This is an optimization exercise on Yosys and OpenROAD, whose aim is small area, a short achievable clock period and few clock cycles per item, not a production implementation.
RTL that was checked went through simulation tests only; none was proved equivalent to the original.
Power figures rest on the tool's default switching activity, not on a simulated workload.

Setup of 07-13:
## ringRouter
module ringRouter (
    input  logic        clk,
    input  logic        reset,
    input  logic [64:0] cwIn,
    input  logic [64:0] ccwIn,
    input  logic [64:0] peIn,
    output logic        cwReady,
    output logic        ccwReady,
    output logic        peReady,
    output logic [64:0] cwOut,
    output logic [64:0] ccwOut,
    output logic [64:0] peOut,
    input  logic        cwOutReady,
    input  logic        ccwOutReady,
    input  logic        peOutReady,
    output logic        polarity
);
Size: roughly 1000 cells after synthesis, about 390 flip-flops, ~400 I/O pins, roughly 16000 µm² of cells after synthesis.
Settings: LEC_CHECK=0, CAP_MARGIN=20, CORE_MARGIN=2, CORE_UTILIZATION=50, CTS_BUF_LIST=sky130_fd_sc_hd__clkbuf_8, CTS_CLUSTER_SIZE=30, SETUP_SLACK_MARGIN=1.95, SLEW_MARGIN=20; clock period 4.0 ns.
standard.sh (not shown) runs the stock make flow with config.mk's settings and CLKGATE_MAP_FILE= SYNTH_SCRIPT=/design/flow/synth_recipe.tcl, a recipe that flattens the netlist after the stock synthesis.
==> flow/flow/run.sh <==
#!/bin/bash
export BUFFER_PORTS_ARGS="-buffer_cell sky130_fd_sc_hd__buf_1"
bash standard.sh > standard.log 2>&1
Testbench counts of 07-13, summed over its fixed seeds: cycles 5,605, items 9,600.
The inputs of 12-21 differ from those of 07-13 as listed below.
==> flow/run.sh (new file) <==
#!/bin/bash
# synth_recipe.tcl (not shown) runs the flow's synth.tcl, then flattens the netlist and writes it again
# the make line also repeats each setting of config.mk as NAME=value (left out here)
make -C /OpenROAD-flow-scripts/flow DESIGN_CONFIG=/design/flow/config.mk WORK_HOME=/design/flow/orfs CLKGATE_MAP_FILE= SYNTH_SCRIPT=/design/flow/synth_recipe.tcl finish
-- flow/config.mk --
<<< 07-13, line 11
export CTS_BUF_LIST = sky130_fd_sc_hd__clkbuf_8
export CTS_CLUSTER_SIZE = 30
export SETUP_SLACK_MARGIN = 1.95
>>> 12-21, line 11
export SETUP_SLACK_MARGIN = 1.8
removed: flow/flow/run.sh
removed: flow/standard.sh
==> run notes <==
- Setup total negative slack came out exactly the same in 12-21 and 07-13.
- Max count of clock-buffer cells in the layout across 12-21 and 07-13: 07-13
- For total non-filler cell area in the finished layout, dividing the value from 07-13 by the value from 12-21 gives 0.919.
- The higher leakage power of 12-21 and 07-13 is in 12-21.
- Against 07-13, 12-21 reports a combinational logic power that is higher.
- Between 07-13 and 12-21, total power increased.
- 12-21 vs. 07-13: share of cell area taken by multi-input logic gates shrank by 2.4 points, clock buffer and inverter area fraction after layout picked up an extra 0.38 points, headroom to the max-slew limit has decreased.
- [12-21] final critical-path required period rose 0.057 ns relative to 07-13
- 12-21: final critical-path setup slack lower than 07-13


Another version of the RTL of ringRouter (not shown whole).
Size in the first run: about 390 flip-flops, roughly 400 I/O pins.
clock: 4.0 ns
lec_check: 0
cap_margin: 20
core_margin: 2
core_utilization: 55
cts_cluster_diameter: 80
cts_cluster_size: 22
setup_slack_margin: 2.05
slew_margin: 20
==> flow/flow/run.sh <==
#!/bin/bash
export BUFFER_PORTS_ARGS="-buffer_cell sky130_fd_sc_hd__buf_1"
bash standard.sh > standard.log 2>&1
Testbench counts at the start, summed over its fixed seeds: cycles 5,605, items 9,600.
Rerun with:
Settings changed: CORE_UTILIZATION 55 to 60, CTS_CLUSTER_DIAMETER 80 to default, CTS_CLUSTER_SIZE 22 to default, SETUP_SLACK_MARGIN 2.05 to 2.2.
After rerunning: Routed wire length went up by a little under a tenth. Cell area went up by roughly a tenth. Clock skew went up by 0.013 ns. Critical path depth stays the same. Die area went down by a little under a tenth. Cell count went up slightly. Clock power went up by well over a third. Synthesized cell count does not change. Worst setup slack is worse by 0.063 ns. Total power went up by about a fifth. Hold slack is worse by 0.025 ns.
Rerun with:
Settings changed: CORE_UTILIZATION 60 to 70, SETUP_SLACK_MARGIN 2.2 to 2.0.
=> Sequential power stays flat; total power decreases by 3.8%; fmax decreases by 1.4%; final cell count decreases by 6.5%; worst setup slack got worse by 0.029 ns; die area decreases by 14%; non-clock buffer count decreases by 63; wire length decreases by 9.2%.
Rerun with:
Settings changed: CORE_UTILIZATION 70 to 60, CTS_CLUSTER_DIAMETER from default to 80, CTS_CLUSTER_SIZE from default to 22.
Effect:
- The changed run completed without violations
- global-route usage went down by 7.2 points
- die area goes up by 16%
- sequential power is about the same
Rerun with:
Settings changed: CTS_CLUSTER_DIAMETER 80 to default, CTS_CLUSTER_SIZE 22 to default.
After rerunning: Setup slack degrades by 0.025 ns. Via count rose by 1.8%. Synthesized cell count is unchanged. Fmax fell by 1.2%. Sequential power barely changes. Design area rose by 3.2%. Hold slack degrades by 0.0041 ns. Wire length rose by 2.4%. Power rose by 14%. Global-route usage rose by 0.88 points. Count of clock-buffer cells in the layout rose by 23.


== rev 12 ==
ringRouter, a different RTL version from the one above (not shown whole).
Size: roughly 390 flip-flops, ~16000 sq um of cells after synthesis.
Design ringRouter, start of the top module:
module ringRouter (
    input  logic        clk,
    input  logic        reset,
    input  logic [64:0] cwIn,
    input  logic [64:0] ccwIn,
    input  logic [64:0] peIn,
    output logic        cwReady,
    output logic        ccwReady,
    output logic        peReady,
    output logic [64:0] cwOut,
    output logic [64:0] ccwOut,
    output logic [64:0] peOut,
    input  logic        cwOutReady,
    input  logic        ccwOutReady,
    input  logic        peOutReady,
    output logic        polarity
);
    logic [1:0]            cwSlotReq, ccwSlotReq, peSlotReq;
    logic [1:0]            cwLinkReq, ccwLinkReq, peLinkReq;
    logic [storeWidth-1:0] cwSlotData, ccwSlotData, peSlotData;
    logic [storeWidth-1:0] cwLinkData, ccwLinkData, peLinkData;
    logic                  cwTakenRing, cwTakenPe;       
    logic                  ccwTakenRing, ccwTakenPe;
    logic                  peTakenCw, peTakenCcw;
    switchAllocator polarity_inst (
        .clk      (clk),
        .reset    (reset),
        .polarity (polarity)
    );
    inputStage #(.isPe(1'b0)) cwIn_inst (
        .clk      (clk),
  ...
clock: 4.0 ns
lec_check: 0
cap_margin: 20
core_margin: 2
core_utilization: 60
cts_cluster_diameter: 80
cts_cluster_size: 22
setup_slack_margin: 2.0
slew_margin: 20
tns_end_percent: 5
Scripts as last shown in full above: flow/flow/run.sh
Modified inputs, rev 13 compared to rev 12
- clearing TNS_END_PERCENT, which used to be 5
==> run notes <==
- In rev 13 the fraction of cell area in non-clock buffers turned out 1.2 points higher than in rev 12.
- Going from rev 12 to rev 13, the number of filler instances in the final layout was found to have gone down by 1.4%.
- Re post-route cell area: rev 12 and rev 13 aren't equal, and the higher value belongs to rev 13.
- Compared with rev 12, rev 13 is the more power-hungry design.
- When rev 13 is set beside rev 12, its clock period minus worst slack turns out to be 180 ps smaller.
- Going from rev 12 to rev 13, maximum achievable frequency grew by a little under 10%.
- Going from rev 12 to rev 13, final worst slack grows by 180 ps.
Function was not checked in any run of this note: the RTL went through the layout flow alone.

[afterwards: timing with drivers on the ports]
In the flow no input, the clock included, has a driving cell. The finished layouts below were timed again as built, in two steps.
Step 1 sets driving cells, clkbuf_16 on the clock port and buf_2 on the other inputs (assumed; they add their load-dependent delay and slew).
Step 2, shift: input delay + t, output delay - t, t = (earliest + latest rising clock arrival at the registers) / 2. This alone moves slack from input paths to output paths.
a / b / c = no drivers / after step 1 / after step 2; a / b = the first two.
run	t, ns	slack for setup (ns)	latest minus earliest clock arrival (ns)	worst data-port slew with drivers (ns)	pins driven straight from the clock port
07-13	0.656	1.840 / 1.790 / 1.291	0.030 / 0.030	0.10	1
12-21	0.581	1.783 / 1.750 / 1.170	0.021 / 0.021	0.09	1
the first run of note 2	0.589	2.022 / 1.988 / 1.430	0.014 / 0.014	0.12	1
the second run of note 2	0.589	1.958 / 1.955 / 1.366	0.028 / 0.028	0.11	1
the third run of note 2	0.579	1.929 / 1.929 / 1.359	0.018 / 0.018	0.10	1
the fourth run of note 2	0.585	2.002 / 1.984 / 1.427	0.017 / 0.017	0.10	1
the fifth run of note 2	0.569	1.977 / 1.979 / 1.431	0.026 / 0.026	0.09	1
rev 12	0.579	1.801 / 1.801 / 1.306	0.014 / 0.014	0.09	1
rev 13	0.579	1.982 / 1.948 / 1.369	0.026 / 0.025	0.11	1
After both steps setup and hold are still met in every run listed.
